This is an optimization exercise on Yosys and OpenROAD, whose aim is small area and a short achievable clock period, not a production implementation.
Function was checked by simulation only, so behaviour that the tests miss may differ from the original.
No activity file was given, so power comes from the tool's default toggle rates.

==> trial 52: inputs <==
==> flow/design.v <==
package sb_pkg;
    typedef logic [32-1:0]  inst_word_t;
    typedef logic [5-1:0] reg_idx_t;
    typedef logic [3-1:0]  fu_id_t;    
    typedef logic [5-1:0]  op_code_t;
    typedef enum logic [1:0] {
        CTRL_RUN,
        CTRL_WAIT_JUMP,
        CTRL_FLUSH
    } ctrl_state_t;
endpackage
`timescale 1ns/1ps
module inst_decoder (
    input  logic [31:0]  inst,
    input  logic         st_run,
    input  logic         st_flush,
    input  logic [5:1]   busy,
    input  logic [24:0]  dst_all,      
    output logic         issue_en,
    output logic [5:1]   rec,          
    output logic [4:0]   dec_op,
    output logic [4:0]   dec_dst,
    output logic [4:0]   dec_src1,
    output logic [4:0]   dec_src2,
    output logic         dd_nz,        
    output logic         ds1_nz,
    output logic         ds2_nz,
    output logic [5:1]   m1,           
    output logic [5:1]   m2
);
    logic [6:0] opcode;
    logic [2:0] funct3;
    logic [6:0] funct7;
    logic [4:0] rd_f, rs1_f, rs2_f;
    logic       alt_ok;
    logic [2:0] dec_fu;
    logic       use_rd, use_rs1, use_rs2;
    assign opcode = inst[6:0];
    assign funct3 = inst[14:12];
    assign funct7 = inst[31:25];
    assign rd_f   = inst[11:7];
    assign rs1_f  = inst[19:15];
    assign rs2_f  = inst[24:20];
    assign alt_ok = (funct7 == 7'h00) ||
                    (funct7 == 7'h20 && (funct3 == 3'b000 || funct3 == 3'b101));
    always_comb begin
        dec_fu  = 3'd0;
        dec_op  = '0;
        use_rd  = 1'b0;
        use_rs1 = 1'b0;
        use_rs2 = 1'b0;
        case (opcode)
            7'b0110011: begin
                if (funct7 == 7'h01) begin
                    dec_fu = funct3[2] ? 3'd4 : 3'd3;
                    dec_op = {3'b000, funct3[1:0]};
                    use_rd = 1'b1; use_rs1 = 1'b1; use_rs2 = 1'b1;
                end else if (alt_ok) begin
                    dec_fu = 3'd1;
                    dec_op = {1'b0, funct7[5], funct3};
                    use_rd = 1'b1; use_rs1 = 1'b1; use_rs2 = 1'b1;
                end
            end
            7'b0010011: begin
                if (funct3[1:0] != 2'b01 || alt_ok) begin
                    dec_fu  = 3'd1;
                    dec_op  = {1'b1, funct3 == 3'b101 && funct7[5], funct3};
                    use_rd  = 1'b1;
                    use_rs1 = 1'b1;
                end
            end
            7'b0000011: begin
                if (funct3 != 3'd3 && funct3 != 3'd6 && funct3 != 3'd7) begin
                    dec_fu  = 3'd2;
                    dec_op  = {2'b00, funct3};
                    use_rd  = 1'b1;
                    use_rs1 = 1'b1;
                end
            end
            7'b0100011: begin
                if (funct3 == 3'd0 || funct3 == 3'd1 || funct3 == 3'd2) begin
                    dec_fu  = 3'd2;
                    dec_op  = {2'b01, funct3};
                    use_rs1 = 1'b1;
                    use_rs2 = 1'b1;
                end
            end
            7'b1100011: begin
                if (funct3[2:1] != 2'b01) begin
                    dec_fu  = 3'd5;
                    dec_op  = {2'b00, funct3};
                    use_rs1 = 1'b1;
                    use_rs2 = 1'b1;
                end
            end
            7'b0110111: begin
                dec_fu = 3'd1;
                dec_op = 5'd24;
                use_rd = 1'b1;
            end
            7'b0010111: begin
                dec_fu = 3'd1;
                dec_op = 5'd25;
                use_rd = 1'b1;
            end
            7'b1101111: begin
                dec_fu = 3'd5;
                dec_op = 5'd8;
                use_rd = 1'b1;
            end
            7'b1100111: begin
                if (funct3 == 3'b000) begin
                    dec_fu  = 3'd5;
                    dec_op  = 5'd9;
                    use_rd  = 1'b1;
                    use_rs1 = 1'b1;
                end
            end
            default: ;
        endcase
    end
    assign dec_dst  = use_rd  ? rd_f  : '0;
    assign dec_src1 = use_rs1 ? rs1_f : '0;
    assign dec_src2 = use_rs2 ? rs2_f : '0;
    assign dd_nz    = use_rd  && (rd_f  != 5'd0);
    assign ds1_nz   = use_rs1 && (rs1_f != 5'd0);
    assign ds2_nz   = use_rs2 && (rs2_f != 5'd0);
    logic [5:1] sel, m_d;
    always_comb begin
        for (int u = 1; u <= 5; u++) begin
            sel[u] = (dec_fu == 3'(u));
            m_d[u] = busy[u] && (dst_all[5*(u-1) +: 5] == rd_f);
            m1[u]  = busy[u] && (dst_all[5*(u-1) +: 5] == rs1_f);
            m2[u]  = busy[u] && (dst_all[5*(u-1) +: 5] == rs2_f);
        end
    end
    logic stall;
    assign stall    = (|(sel & busy)) || (dd_nz && (|m_d));
    assign issue_en = st_flush || (st_run && !stall);
    assign rec      = (st_run && !stall) ? sel : 5'b0;
endmodule
`timescale 1ns/1ps
module writeback_arbiter (
    input  logic [5:1]   rdy1,
    input  logic [5:1]   rdy2,
    input  logic [5:1]   done,
    input  logic [5:1]   blk,          
    input  logic [4:0]   op_alu,
    input  logic [3:0]   op_mem,
    input  logic [1:0]   op_mul,
    input  logic [1:0]   op_div,
    input  logic [3:0]   op_jmp,
    input  logic [24:0]  src1_all,
    input  logic [24:0]  src2_all,
    input  logic [24:0]  dst_all,
    output logic [5:1]   disp,
    output logic [5:1]   wb,
    output logic [4:0]   disp_op,
    output logic [4:0]   rs1_ctrl,
    output logic [4:0]   rs2_ctrl,
    output logic         reg_write,
    output logic [2:0]   write_sel,
    output logic [4:0]   rd_ctrl
);
    logic [5:1] both, cand;
    assign both = rdy1 & rdy2;
    assign cand = done & ~blk;
    always_comb begin
        disp = '0;
        if (both[5])      disp[5] = 1'b1;
        else if (both[1]) disp[1] = 1'b1;
        else if (both[2]) disp[2] = 1'b1;
        else if (both[3]) disp[3] = 1'b1;
        else if (both[4]) disp[4] = 1'b1;
        wb = '0;
        if (cand[5])      wb[5] = 1'b1;
        else if (cand[1]) wb[1] = 1'b1;
        else if (cand[2]) wb[2] = 1'b1;
        else if (cand[3]) wb[3] = 1'b1;
        else if (cand[4]) wb[4] = 1'b1;
    end
    always_comb begin
        disp_op  = ({5{disp[1]}} & op_alu)
                 | ({5{disp[2]}} & {1'b0, op_mem})
                 | ({5{disp[3]}} & {3'b000, op_mul})
                 | ({5{disp[4]}} & {3'b000, op_div})
                 | ({5{disp[5]}} & {1'b0, op_jmp});
        rs1_ctrl = '0;
        rs2_ctrl = '0;
        rd_ctrl  = '0;
        for (int u = 1; u <= 5; u++) begin
            rs1_ctrl = rs1_ctrl | ({5{disp[u]}} & src1_all[5*(u-1) +: 5]);
            rs2_ctrl = rs2_ctrl | ({5{disp[u]}} & src2_all[5*(u-1) +: 5]);
            rd_ctrl  = rd_ctrl  | ({5{wb[u]}}   & dst_all[5*(u-1) +: 5]);
        end
    end
    assign reg_write = |cand;
    assign write_sel = {wb[4] | wb[5], wb[2] | wb[3], wb[1] | wb[3] | wb[5]};
endmodule
`timescale 1ns/1ps
module scoreboard_ctrl (
    input  logic               clk,
    input  logic               rst,
    input  sb_pkg::inst_word_t inst,
    input  logic               alu_done,
    input  logic               mem_done,
    input  logic               mul_done,
    input  logic               div_done,
    input  logic               jump_done,
    input  logic               is_jump,
    output logic               issue_en,
    output logic               alu_en,
    output logic               mem_en,
    output logic               mul_en,
    output logic               div_en,
    output logic               jump_en,
    output sb_pkg::op_code_t   disp_op,
    output sb_pkg::reg_idx_t   rs1_ctrl,
    output sb_pkg::reg_idx_t   rs2_ctrl,
    output logic               reg_write,
    output sb_pkg::fu_id_t     write_sel,
    output sb_pkg::reg_idx_t   rd_ctrl
);
    localparam int N = 5;
    logic [1:0]      state;             
    logic [N:1]      busy, done, rdy1, rdy2, wt1, wt2;
    logic [4:0]      dst  [1:N];
    logic [4:0]      src1 [1:N];
    logic [4:0]      src2 [1:N];
    logic [4:0]      op_alu;
    logic [3:0]      op_mem, op_jmp;
    logic [1:0]      op_mul, op_div;
    logic [N:1]      war [1:N];         
    logic [24:0] dst_all, src1_all, src2_all;
    assign dst_all  = {dst[5],  dst[4],  dst[3],  dst[2],  dst[1]};
    assign src1_all = {src1[5], src1[4], src1[3], src1[2], src1[1]};
    assign src2_all = {src2[5], src2[4], src2[3], src2[2], src2[1]};
    logic [N:1] rec, m1, m2;
    logic [4:0] dec_op, dec_dst, dec_src1, dec_src2;
    logic       dd_nz, ds1_nz, ds2_nz;
    inst_decoder u_dec (
        .inst     (inst),
        .st_run   (state == 2'd0),
        .st_flush (state == 2'd2),
        .busy     (busy),
        .dst_all  (dst_all),
        .issue_en (issue_en),
        .rec      (rec),
        .dec_op   (dec_op),
        .dec_dst  (dec_dst),
        .dec_src1 (dec_src1),
        .dec_src2 (dec_src2),
        .dd_nz    (dd_nz),
        .ds1_nz   (ds1_nz),
        .ds2_nz   (ds2_nz),
        .m1       (m1),
        .m2       (m2)
    );
    logic [N:1] blk, disp, wb;
    always_comb begin
        for (int u = 1; u <= N; u++) begin
            blk[u] = 1'b0;
            for (int v = 1; v <= N; v++) begin
                if (v != u) blk[u] = blk[u] | war[v][u];
            end
        end
    end
    writeback_arbiter u_out (
        .rdy1      (rdy1),
        .rdy2      (rdy2),
        .done      (done),
        .blk       (blk),
        .op_alu    (op_alu),
        .op_mem    (op_mem),
        .op_mul    (op_mul),
        .op_div    (op_div),
        .op_jmp    (op_jmp),
        .src1_all  (src1_all),
        .src2_all  (src2_all),
        .dst_all   (dst_all),
        .disp      (disp),
        .wb        (wb),
        .disp_op   (disp_op),
        .rs1_ctrl  (rs1_ctrl),
        .rs2_ctrl  (rs2_ctrl),
        .reg_write (reg_write),
        .write_sel (write_sel),
        .rd_ctrl   (rd_ctrl)
    );
    assign alu_en  = disp[1];
    assign mem_en  = disp[2];
    assign mul_en  = disp[3];
    assign div_en  = disp[4];
    assign jump_en = disp[5];
    logic rdy1_now, rdy2_now;
    assign rdy1_now = !(ds1_nz && |(m1 & ~wb));
    assign rdy2_now = !(ds2_nz && |(m2 & ~wb));
    logic [N:1] wake1, wake2, rdy1_n, rdy2_n, wt1_n, wt2_n;
    logic [N:1] done_in;
    assign done_in = {jump_done, div_done, mul_done, mem_done, alu_done};
    always_comb begin
        for (int u = 1; u <= N; u++) begin
            wake1[u] = wt1[u] && (src1[u] == rd_ctrl);
            wake2[u] = wt2[u] && (src2[u] == rd_ctrl);
            rdy1_n[u] = ((rec[u] ? rdy1_now : rdy1[u]) && !disp[u]) || wake1[u];
            rdy2_n[u] = ((rec[u] ? rdy2_now : rdy2[u]) && !disp[u]) || wake2[u];
            wt1_n[u]  = (rec[u] ? !rdy1_now : wt1[u]) && !wake1[u];
            wt2_n[u]  = (rec[u] ? !rdy2_now : wt2[u]) && !wake2[u];
        end
    end
    always_ff @(posedge clk or posedge rst) begin
        if (rst) begin
            state <= 2'd0;
            busy  <= '0;
            done  <= '0;
            rdy1  <= '0;
            rdy2  <= '0;
            wt1   <= '0;
            wt2   <= '0;
        end else begin
            case (state)
                2'd0:    if (rec[5]) state <= 2'd1;
                2'd1:    if (jump_done) state <= is_jump ? 2'd2 : 2'd0;
                default: state <= 2'd0;
            endcase
            busy <= (busy | rec) & ~wb;
            done <= (done | (done_in & busy)) & ~wb;
            rdy1 <= rdy1_n;
            rdy2 <= rdy2_n;
            wt1  <= wt1_n;
            wt2  <= wt2_n;
        end
    end
    always_ff @(posedge clk) begin
        for (int u = 1; u <= N; u++) begin
            if (rec[u]) begin
                dst[u]  <= dec_dst;
                src1[u] <= dec_src1;
                src2[u] <= dec_src2;
            end
        end
        if (rec[1]) op_alu <= dec_op;
        if (rec[2]) op_mem <= dec_op[3:0];
        if (rec[3]) op_mul <= dec_op[1:0];
        if (rec[4]) op_div <= dec_op[1:0];
        if (rec[5]) op_jmp <= dec_op[3:0];
    end
    always_ff @(posedge clk) begin
        for (int u = 1; u <= N; u++) begin
            for (int v = 1; v <= N; v++) begin
                if (v != u) begin
                    if (rec[u])
                        war[v][u] <= dd_nz && ((rdy1_n[v] && src1[v] == dec_dst) ||
                                               (rdy2_n[v] && src2[v] == dec_dst));
                    else if (rec[v])
                        war[v][u] <= (rdy1_n[v] && ds1_nz && m1[u]) ||
                                     (rdy2_n[v] && ds2_nz && m2[u]);
                    else
                        war[v][u] <= war[v][u] && !disp[v];
                end else begin
                    war[v][u] <= 1'b0;
                end
            end
        end
    end
endmodule
==> flow/run.sh <==
#!/bin/bash
# synth_recipe.tcl (not shown) runs the flow's synth.tcl, then flattens the netlist and writes it again
# the make line also repeats each setting of config.mk as NAME=value (left out here)
make -C /OpenROAD-flow-scripts/flow DESIGN_CONFIG=/design/flow/config.mk WORK_HOME=/design/flow/orfs CLKGATE_MAP_FILE= SYNTH_SCRIPT=/design/flow/synth_recipe.tcl finish
==> flow/config.mk <==
export PLATFORM = sky130hd
export DESIGN_NAME = scoreboard_ctrl
export DESIGN_NICKNAME = scoreboard_ctrl
export VERILOG_FILES = /design/flow/design.v
export SDC_FILE = /design/flow/constraint.sdc
export NUM_CORES = 4
export LEC_CHECK = 0
export CAP_MARGIN = 20
export CORE_MARGIN = 2
export CORE_UTILIZATION = 40
export CTS_BUF_LIST = sky130_fd_sc_hd__clkbuf_8
export SETUP_SLACK_MARGIN = 3.7
export SLEW_MARGIN = 20
export SYNTH_HIERARCHICAL = 1
==> flow/constraint.sdc <==
create_clock -name core_clock -period 8.5 [get_ports {clk}]
set_input_delay 1.7000 -clock core_clock [delete_from_list [all_inputs] [get_ports {clk}]]
set_output_delay 1.7000 -clock core_clock [all_outputs]
set_load 0.01 [all_outputs]
==> trial 49 (differences from trial 52) <==
==> flow/design.v (replaced) <==
package sb_pkg;
    typedef logic [32-1:0]  inst_word_t;
    typedef logic [5-1:0] reg_idx_t;
    typedef logic [3-1:0]  fu_id_t;    
    typedef logic [5-1:0]  op_code_t;
    typedef enum logic [1:0] {
        CTRL_RUN,
        CTRL_WAIT_JUMP,
        CTRL_FLUSH
    } ctrl_state_t;
endpackage
`timescale 1ns/1ps
module scoreboard_ctrl (
    input  logic               clk,
    input  logic               rst,
    input  sb_pkg::inst_word_t inst,
    input  logic               alu_done,
    input  logic               mem_done,
    input  logic               mul_done,
    input  logic               div_done,
    input  logic               jump_done,
    input  logic               is_jump,
    output logic               issue_en,
    output logic               alu_en,
    output logic               mem_en,
    output logic               mul_en,
    output logic               div_en,
    output logic               jump_en,
    output sb_pkg::op_code_t   disp_op,
    output sb_pkg::reg_idx_t   rs1_ctrl,
    output sb_pkg::reg_idx_t   rs2_ctrl,
    output logic               reg_write,
    output sb_pkg::fu_id_t     write_sel,
    output sb_pkg::reg_idx_t   rd_ctrl
);
    localparam int N = 5;
    logic [6:0] opcode;
    logic [2:0] funct3;
    logic [6:0] funct7;
    logic [4:0] rd_f, rs1_f, rs2_f;
    logic       alt_ok;
    logic [2:0] dec_fu;
    logic [4:0] dec_op;
    logic       use_rd, use_rs1, use_rs2;
    assign opcode = inst[6:0];
    assign funct3 = inst[14:12];
    assign funct7 = inst[31:25];
    assign rd_f   = inst[11:7];
    assign rs1_f  = inst[19:15];
    assign rs2_f  = inst[24:20];
    assign alt_ok = (funct7 == 7'h00) ||
                    (funct7 == 7'h20 && (funct3 == 3'b000 || funct3 == 3'b101));
    always_comb begin
        dec_fu  = 3'd0;
        dec_op  = '0;
        use_rd  = 1'b0;
        use_rs1 = 1'b0;
        use_rs2 = 1'b0;
        case (opcode)
            7'b0110011: begin
                if (funct7 == 7'h01) begin
                    dec_fu = funct3[2] ? 3'd4 : 3'd3;
                    dec_op = {3'b000, funct3[1:0]};
                    use_rd = 1'b1; use_rs1 = 1'b1; use_rs2 = 1'b1;
                end else if (alt_ok) begin
                    dec_fu = 3'd1;
                    dec_op = {1'b0, funct7[5], funct3};
                    use_rd = 1'b1; use_rs1 = 1'b1; use_rs2 = 1'b1;
                end
            end
            7'b0010011: begin
                if (funct3[1:0] != 2'b01 || alt_ok) begin
                    dec_fu  = 3'd1;
                    dec_op  = {1'b1, funct3 == 3'b101 && funct7[5], funct3};
                    use_rd  = 1'b1;
                    use_rs1 = 1'b1;
                end
            end
            7'b0000011: begin
                if (funct3 != 3'd3 && funct3 != 3'd6 && funct3 != 3'd7) begin
                    dec_fu  = 3'd2;
                    dec_op  = {2'b00, funct3};
                    use_rd  = 1'b1;
                    use_rs1 = 1'b1;
                end
            end
            7'b0100011: begin
                if (funct3 == 3'd0 || funct3 == 3'd1 || funct3 == 3'd2) begin
                    dec_fu  = 3'd2;
                    dec_op  = {2'b01, funct3};
                    use_rs1 = 1'b1;
                    use_rs2 = 1'b1;
                end
            end
            7'b1100011: begin
                if (funct3[2:1] != 2'b01) begin
                    dec_fu  = 3'd5;
                    dec_op  = {2'b00, funct3};
                    use_rs1 = 1'b1;
                    use_rs2 = 1'b1;
                end
            end
            7'b0110111: begin
                dec_fu = 3'd1;
                dec_op = 5'd24;
                use_rd = 1'b1;
            end
            7'b0010111: begin
                dec_fu = 3'd1;
                dec_op = 5'd25;
                use_rd = 1'b1;
            end
            7'b1101111: begin
                dec_fu = 3'd5;
                dec_op = 5'd8;
                use_rd = 1'b1;
            end
            7'b1100111: begin
                if (funct3 == 3'b000) begin
                    dec_fu  = 3'd5;
                    dec_op  = 5'd9;
                    use_rd  = 1'b1;
                    use_rs1 = 1'b1;
                end
            end
            default: ;
        endcase
    end
    logic [4:0] dec_dst, dec_src1, dec_src2;
    assign dec_dst  = use_rd  ? rd_f  : '0;
    assign dec_src1 = use_rs1 ? rs1_f : '0;
    assign dec_src2 = use_rs2 ? rs2_f : '0;
    logic [N:1] sel;
    always_comb begin
        for (int u = 1; u <= N; u++) sel[u] = (dec_fu == 3'(u));
    end
    logic [1:0]      state;             
    logic [N:1]      busy, done, rdy1, rdy2, wt1, wt2;
    logic [4:0]      dst  [1:N];
    logic [4:0]      src1 [1:N];
    logic [4:0]      src2 [1:N];
    logic [4:0]      op_alu;
    logic [3:0]      op_mem, op_jmp;
    logic [1:0]      op_mul, op_div;
    logic [N:1]      war [1:N];         
    logic st_run, st_flush;
    assign st_run   = (state == 2'd0);
    assign st_flush = (state == 2'd2);
    logic [N:1] m_d, m1, m2;
    always_comb begin
        for (int u = 1; u <= N; u++) begin
            m_d[u] = busy[u] && (dst[u] == rd_f);
            m1[u]  = busy[u] && (dst[u] == rs1_f);
            m2[u]  = busy[u] && (dst[u] == rs2_f);
        end
    end
    logic dd_nz, ds1_nz, ds2_nz;
    assign dd_nz  = use_rd  && (rd_f  != 5'd0);
    assign ds1_nz = use_rs1 && (rs1_f != 5'd0);
    assign ds2_nz = use_rs2 && (rs2_f != 5'd0);
    logic busy_hit, dst_pending, stall, record_en;
    logic [N:1] rec;
    assign busy_hit    = |(sel & busy);
    assign dst_pending = dd_nz && (|m_d);
    assign stall       = busy_hit || dst_pending;
    assign issue_en    = st_flush || (st_run && !stall);
    assign record_en   = st_run && !stall && (dec_fu != 3'd0);
    assign rec         = record_en ? sel : '0;
    logic [N:1] both, disp;
    assign both = rdy1 & rdy2;
    always_comb begin
        disp = '0;
        if (both[5])      disp[5] = 1'b1;
        else if (both[1]) disp[1] = 1'b1;
        else if (both[2]) disp[2] = 1'b1;
        else if (both[3]) disp[3] = 1'b1;
        else if (both[4]) disp[4] = 1'b1;
    end
    assign alu_en  = disp[1];
    assign mem_en  = disp[2];
    assign mul_en  = disp[3];
    assign div_en  = disp[4];
    assign jump_en = disp[5];
    always_comb begin
        disp_op  = ({5{disp[1]}} & op_alu)
                 | ({5{disp[2]}} & {1'b0, op_mem})
                 | ({5{disp[3]}} & {3'b000, op_mul})
                 | ({5{disp[4]}} & {3'b000, op_div})
                 | ({5{disp[5]}} & {1'b0, op_jmp});
        rs1_ctrl = '0;
        rs2_ctrl = '0;
        for (int u = 1; u <= N; u++) begin
            rs1_ctrl = rs1_ctrl | ({5{disp[u]}} & src1[u]);
            rs2_ctrl = rs2_ctrl | ({5{disp[u]}} & src2[u]);
        end
    end
    logic [N:1] cand, wb;
    always_comb begin
        for (int u = 1; u <= N; u++) begin
            logic blk;
            blk = 1'b0;
            for (int v = 1; v <= N; v++) begin
                if (v != u) blk = blk | war[v][u];
            end
            cand[u] = done[u] && !blk;
        end
        wb = '0;
        if (cand[5])      wb[5] = 1'b1;
        else if (cand[1]) wb[1] = 1'b1;
        else if (cand[2]) wb[2] = 1'b1;
        else if (cand[3]) wb[3] = 1'b1;
        else if (cand[4]) wb[4] = 1'b1;
    end
    assign reg_write = |cand;
    assign write_sel = {wb[4] | wb[5], wb[2] | wb[3], wb[1] | wb[3] | wb[5]};
    always_comb begin
        rd_ctrl = '0;
        for (int u = 1; u <= N; u++) rd_ctrl = rd_ctrl | ({5{wb[u]}} & dst[u]);
    end
    logic rdy1_now, rdy2_now;
    assign rdy1_now = !(ds1_nz && |(m1 & ~wb));
    assign rdy2_now = !(ds2_nz && |(m2 & ~wb));
    logic [N:1] wake1, wake2, rdy1_n, rdy2_n, wt1_n, wt2_n;
    logic [N:1] done_in;
    assign done_in = {jump_done, div_done, mul_done, mem_done, alu_done};
    always_comb begin
        for (int u = 1; u <= N; u++) begin
            wake1[u] = wt1[u] && (src1[u] == rd_ctrl);
            wake2[u] = wt2[u] && (src2[u] == rd_ctrl);
            rdy1_n[u] = ((rec[u] ? rdy1_now : rdy1[u]) && !disp[u]) || wake1[u];
            rdy2_n[u] = ((rec[u] ? rdy2_now : rdy2[u]) && !disp[u]) || wake2[u];
            wt1_n[u]  = (rec[u] ? !rdy1_now : wt1[u]) && !wake1[u];
            wt2_n[u]  = (rec[u] ? !rdy2_now : wt2[u]) && !wake2[u];
        end
    end
    always_ff @(posedge clk or posedge rst) begin
        if (rst) begin
            state <= 2'd0;
            busy  <= '0;
            done  <= '0;
            rdy1  <= '0;
            rdy2  <= '0;
            wt1   <= '0;
            wt2   <= '0;
        end else begin
            case (state)
                2'd0:    if (rec[5]) state <= 2'd1;
                2'd1:    if (jump_done) state <= is_jump ? 2'd2 : 2'd0;
                default: state <= 2'd0;
            endcase
            busy <= (busy | rec) & ~wb;
            done <= (done | (done_in & busy)) & ~wb;
            rdy1 <= rdy1_n;
            rdy2 <= rdy2_n;
            wt1  <= wt1_n;
            wt2  <= wt2_n;
        end
    end
    always_ff @(posedge clk) begin
        for (int u = 1; u <= N; u++) begin
            if (rec[u]) begin
                dst[u]  <= dec_dst;
                src1[u] <= dec_src1;
                src2[u] <= dec_src2;
            end
        end
        if (rec[1]) op_alu <= dec_op;
        if (rec[2]) op_mem <= dec_op[3:0];
        if (rec[3]) op_mul <= dec_op[1:0];
        if (rec[4]) op_div <= dec_op[1:0];
        if (rec[5]) op_jmp <= dec_op[3:0];
    end
    always_ff @(posedge clk) begin
        for (int u = 1; u <= N; u++) begin
            for (int v = 1; v <= N; v++) begin
                if (v != u) begin
                    if (rec[u])
                        war[v][u] <= dd_nz && ((rdy1_n[v] && src1[v] == rd_f) ||
                                               (rdy2_n[v] && src2[v] == rd_f));
                    else if (rec[v])
                        war[v][u] <= (rdy1_n[v] && ds1_nz && m1[u]) ||
                                     (rdy2_n[v] && ds2_nz && m2[u]);
                    else
                        war[v][u] <= war[v][u] && !disp[v];
                end else begin
                    war[v][u] <= 1'b0;
                end
            end
        end
    end
endmodule
--- a/flow/config.mk
+++ b/flow/config.mk
@@ -9,6 +9,4 @@
 export CORE_MARGIN = 2
 export CORE_UTILIZATION = 40
-export CTS_BUF_LIST = sky130_fd_sc_hd__clkbuf_8
-export SETUP_SLACK_MARGIN = 3.7
+export SETUP_SLACK_MARGIN = 4
 export SLEW_MARGIN = 20
-export SYNTH_HIERARCHICAL = 1
==> summary.txt <==
- Total power: trial 49 is larger than trial 52 (about 30%).
- Flip-flop and latch count is the same in trial 52 and trial 49.
- Via count: trial 52 is lower than trial 49 (22%).
- Between trial 49 and trial 52, the lower area after synthesis is in trial 52 (gap 8.7%, measured against trial 52).
- Of trial 49 and trial 52, trial 49 has the higher hold slack (gap 0.019 ns).
- Sequential power: trial 49 is larger than trial 52 (7.0%).
- Of trial 52 and trial 49, trial 52 has the higher setup slack (gap 0.57 ns).
- In trial 52 the synthesized cell count is lower than in trial 49, by about 17%.

## what the ideal ports hide
The flow's constraints put no driver on any port. The routed layouts listed below were extracted and timed again, unchanged, in two steps.
Step 1, drivers: a clkbuf_16 drives clk and a buf_2 each remaining input, both assumed.
Step 2 adds t to the input delays and takes it off the output delays; t is the mean of the earliest and latest rising clock arrival at the registers after step 1. Input paths then give back, and output paths get back, about the clock's delay inside the block.
Three values: no drivers, after step 1, after step 2; two values: the first two.
run | t (ns) | slack for setup (ns) | clock arrival spread, ns
trial 52 | 0.514 | 3.623 / 3.591 / 3.239 | 0.019 / 0.019
trial 49 | 0.475 | 3.053 / 3.013 / 3.013 | 0.010 / 0.010
After both steps setup and hold are still met in every run listed. For trial 52, which loses most, drivers alone change the setup slack by -0.032 ns; drivers and shift together by -0.384 ns.
